Source: an optimization exercise on an open RTL-to-GDS flow (aim: a short achievable clock period and few clock cycles per item). Production flows keep margins and buffers that such runs may drop. In this exercise RTL edits were held to simulation tests only and were not proved equivalent to the original.

==> job 5146: inputs <==
## array_multiplier
module array_multiplier (
	input  logic        clk,
	input  logic        reset,
	input  logic        in_valid,
	input  logic [15:0] x,
	input  logic [15:0] y,
	output logic        product_valid,
	output logic [31:0] product
);
Settings: LEC_CHECK=0, CAP_MARGIN=20, CORE_MARGIN=2, CORE_UTILIZATION=50, SETUP_SLACK_MARGIN=3.5, SLEW_MARGIN=20, SYNTH_HIERARCHICAL=1; clock period 6.0 ns.
run.sh (not shown) runs the stock make flow with config.mk's settings and CLKGATE_MAP_FILE= SYNTH_SCRIPT=/design/flow/synth_recipe.tcl, a recipe that flattens the netlist after the stock synthesis.
==> job 2365: changes against job 5146 <==
- CORE_UTILIZATION: 50 -> 40
==> job 2555: changes against job 5146 <==
- CORE_UTILIZATION: 50 -> 40
- PLACE_DENSITY: default -> 0.7
==> job 5394: changes against job 5146 <==
- CORE_UTILIZATION: 50 -> 40
- GPL_ROUTABILITY_DRIVEN: default -> 0
==> notes.md <==
| metric | job 5394 | job 2365 | job 5146 | job 2555 |
|---|---|---|---|---|
| Result of the run | no timing/DRC/antenna violations | no timing/DRC/antenna violations | no timing/DRC/antenna violations | no timing/DRC/antenna violations |
| Launch point of the critical path | r2_n1209 | r2_n1209 | r2_n1209 | r1_n413 |
| Average via count per standard cell | 4.91 | 4.91 | 5.10 | 5.19 |
| Core area | 0.0316 mm^2 | 0.0316 mm^2 | 0.0253 mm^2 | 0.0316 mm^2 |
| Die height | 184 um | 184 um | 165 um | 184 um |
| Worst path max stage delay | 320 ps | 320 ps | 330 ps | 410 ps |
| Setup WS pre-CTS | 1870 ps | 1870 ps | 2000 ps | 1870 ps |
| Kind of critical path | flip-flop to primary output | flip-flop to primary output | flip-flop to primary output | flip-flop to flip-flop |
| Cells after DPL | 1938 | 1938 | 1863 | 1933 |
| Minimum period implied by the final worst setup slack | 2520 ps | 2520 ps | 2520 ps | 2630 ps |
| Fill cell instance count of the final layout | 2655 | 2655 | 1982 | 2493 |
| Min setup slack post-route | 3480 ps | 3480 ps | 3480 ps | 3370 ps |
| Detailed-placement wirelength estimate | 24700 um | 24700 um | 24000 um | 23700 um |
| Count of non-filler cells in the finished layout | 2123 | 2123 | 2042 | 2132 |
| Number of global-route vias before repair | 9916 | 9916 | 10000 | 10400 |
| Worst reg2reg path endpoint | r2_n1216 | r2_n1216 | r2_n1210 | r2_n1196 |
| Syn-to-layout area delta | 39.4% | 39.4% | 36.5% | 38.8% |
| Overall via count from detail_route | 10400 | 10400 | 10400 | 11100 |
| Multi-input comb cells | 1206 | 1206 | 1206 | 1207 |
| Critical path arrival | 1320 ps | 1320 ps | 1320 ps | 3070 ps |
| Routability Congestion | - | 0.940 | 0.817 | 0.950 |
| Total of plain and repair buffers excluding clock buffers | 233 | 233 | 222 | 239 |
Testbench counts of job 5146, summed over its fixed seeds: cycles 6,392, products 3,200.
Testbench counts of job 2365, summed over its fixed seeds: cycles 6,392, products 3,200.
Testbench counts of job 2555, summed over its fixed seeds: cycles 6,392, products 3,200.
Testbench counts of job 5394, summed over its fixed seeds: cycles 6,392, products 3,200.

==> juniper: inputs <==
Another version of the RTL of array_multiplier (not shown whole).
==> flow/config.mk <==
export PLATFORM = sky130hd
export DESIGN_NAME = array_multiplier
export DESIGN_NICKNAME = array_multiplier
export VERILOG_FILES = /design/flow/design.v
export SDC_FILE = /design/flow/constraint.sdc
export NUM_CORES = 4
export LEC_CHECK = 0
export CAP_MARGIN = 20
export CORE_MARGIN = 2
export CORE_UTILIZATION = 40
export SETUP_SLACK_MARGIN = 3.5
export SLEW_MARGIN = 20
export SYNTH_HIERARCHICAL = 1
==> flow/constraint.sdc <==
create_clock -name core_clock -period 6.0 [get_ports {clk}]
set_input_delay 1.2000 -clock core_clock [delete_from_list [all_inputs] [get_ports {clk}]]
set_output_delay 1.2000 -clock core_clock [all_outputs]
set_load 0.01 [all_outputs]
==> tundra: changes against juniper <==
==> flow/flow/run.sh (new file) <==
#!/bin/bash
# The standard layout (standard.sh: the standard flow's synthesis and ORFS flow), with one
# change: the buffers that buffer_ports puts on every input and output port
# are sky130_fd_sc_hd__buf_4 instead of the cell buffer_ports picks itself
# (a clkdlybuf4s50 delay cell), so that timing repair can size them within
# the buf_* family.  make's full output goes to flow_make.log.
set -euo pipefail
bash standard.sh "BUFFER_PORTS_ARGS=-buffer_cell sky130_fd_sc_hd__buf_4" finish > flow_make.log 2>&1
==> flow/standard.sh (new file) <==
#!/bin/bash
# synth_recipe.tcl (not shown) runs the flow's synth.tcl, then flattens the netlist and writes it again
# the make line also repeats each setting of config.mk as NAME=value (left out here)
make -C /OpenROAD-flow-scripts/flow DESIGN_CONFIG=/design/flow/config.mk WORK_HOME=/design/flow/orfs CLKGATE_MAP_FILE= SYNTH_SCRIPT=/design/flow/synth_recipe.tcl "${@:-finish}"
SETUP_SLACK_MARGIN = 3.8   (was 3.5)
removed: flow/run.sh
==> willow: changes against juniper <==
==> flow/flow/run.sh (new file) <==
#!/bin/bash
# The standard layout (standard.sh: the standard flow's synthesis and ORFS flow), with one
# change: the buffers that buffer_ports puts on every input and output port
# are sky130_fd_sc_hd__buf_4 instead of the cell buffer_ports picks itself
# (a clkdlybuf4s50 delay cell), so that timing repair can size them within
# the buf_* family.  make's full output goes to flow_make.log.
set -euo pipefail
bash standard.sh "BUFFER_PORTS_ARGS=-buffer_cell sky130_fd_sc_hd__buf_4" finish > flow_make.log 2>&1
==> flow/standard.sh (new file) <==
#!/bin/bash
# synth_recipe.tcl (not shown) runs the flow's synth.tcl, then flattens the netlist and writes it again
# the make line also repeats each setting of config.mk as NAME=value (left out here)
make -C /OpenROAD-flow-scripts/flow DESIGN_CONFIG=/design/flow/config.mk WORK_HOME=/design/flow/orfs CLKGATE_MAP_FILE= SYNTH_SCRIPT=/design/flow/synth_recipe.tcl "${@:-finish}"
SETUP_SLACK_MARGIN = 4.0   (was 3.5)
removed: flow/run.sh
==> qor summary <==
| metric | willow | juniper | tundra |
|---|---|---|---|
| Number of vias in the routed layout | 14700 | 11200 | 13100 |
| Clock Skew | 25.3 ps | 19.1 ps | 23.1 ps |
| Clock latency of the later-clocked register in the worst-skew pair | 530 ps | 520 ps | 540 ps |
| Run status | no timing/DRC/antenna violations | no timing/DRC/antenna violations | no timing/DRC/antenna violations |
| Share of final layout cell area taken by clock buffers and inverters | 3.33% | 5.37% | 3.48% |
| Most frequent cell on the critical path | nand2_1 | nand2_1 | xor2_2 |
| Count of cells resized by post-cts repair | 492 | 234 | 203 |
| Seq area share | 16.6% | 26.1% | 18.5% |
| Final critical path time including I/O delays and setup | 2550 ps | 2470 ps | 2540 ps |
| Delay contributed by the slowest stage of the critical path | 330 ps | 290 ps | 360 ps |
| Worst setup timing slack at the placement stage | 2760 ps | 2090 ps | 2870 ps |
| Clock buffers created by TritonCTS | 25 | 24 | 25 |
| Routed wire length | 63300 microns | 34900 microns | 50100 microns |
| Number of clock buffers in the layout | 31 | 31 | 27 |
| Worst reg2reg startpoint | r1_n490 | r1_n944 | r1_n924 |
| Worst Min Path Start | r1_n1605 | r1_n1382 | r1_n1379 |
| Worst flop-to-flop path endpoint | r2_n1589 | r2_n1589 | r2_n1598 |
| Via count of the first global-routing pass | 13300 | 10400 | 11500 |
Testbench counts of juniper, summed over its fixed seeds: cycles 6,392, products 3,200.
Testbench counts of tundra, summed over its fixed seeds: cycles 6,392, products 3,200.
Testbench counts of willow, summed over its fixed seeds: cycles 6,392, products 3,200.

-- what the ideal ports hide --
No port has a modelled driver above. Below, the same layouts with a new extraction and two added sets of constraints. Step 1 (the two cells are an assumption about what drives the block):
set clk [get_ports {clk}]
set_driving_cell -lib_cell sky130_fd_sc_hd__clkbuf_16 $clk
set_driving_cell -lib_cell sky130_fd_sc_hd__buf_2 [delete_from_list [all_inputs] $clk]
Step 2, shift: input delay + t, output delay - t, t = (earliest + latest rising clock arrival at the registers) / 2. This alone moves slack from input paths to output paths. Three values: no drivers, after step 1, after step 2; two values: the first two.
run | t, ns | setup slack, ns | pins driven straight from the clock port
job 5146 | 0.565 | 3.485 / 3.435 / 2.991 | 1
job 2365 | 0.562 | 3.482 / 3.433 / 2.973 | 1
job 2555 | 0.569 | 3.370 / 3.370 / 2.986 | 1
job 5394 | 0.562 | 3.482 / 3.433 / 2.973 | 1
juniper | 0.562 | 3.533 / 3.523 / 2.996 | 1
tundra | 0.583 | 3.465 / 3.372 / 2.789 | 1
willow | 0.571 | 3.446 / 3.356 / 2.786 | 1
After both steps setup and hold are still met in every run listed. For tundra, which loses most, drivers alone change the setup slack by -0.093 ns; drivers and shift together by -0.676 ns.
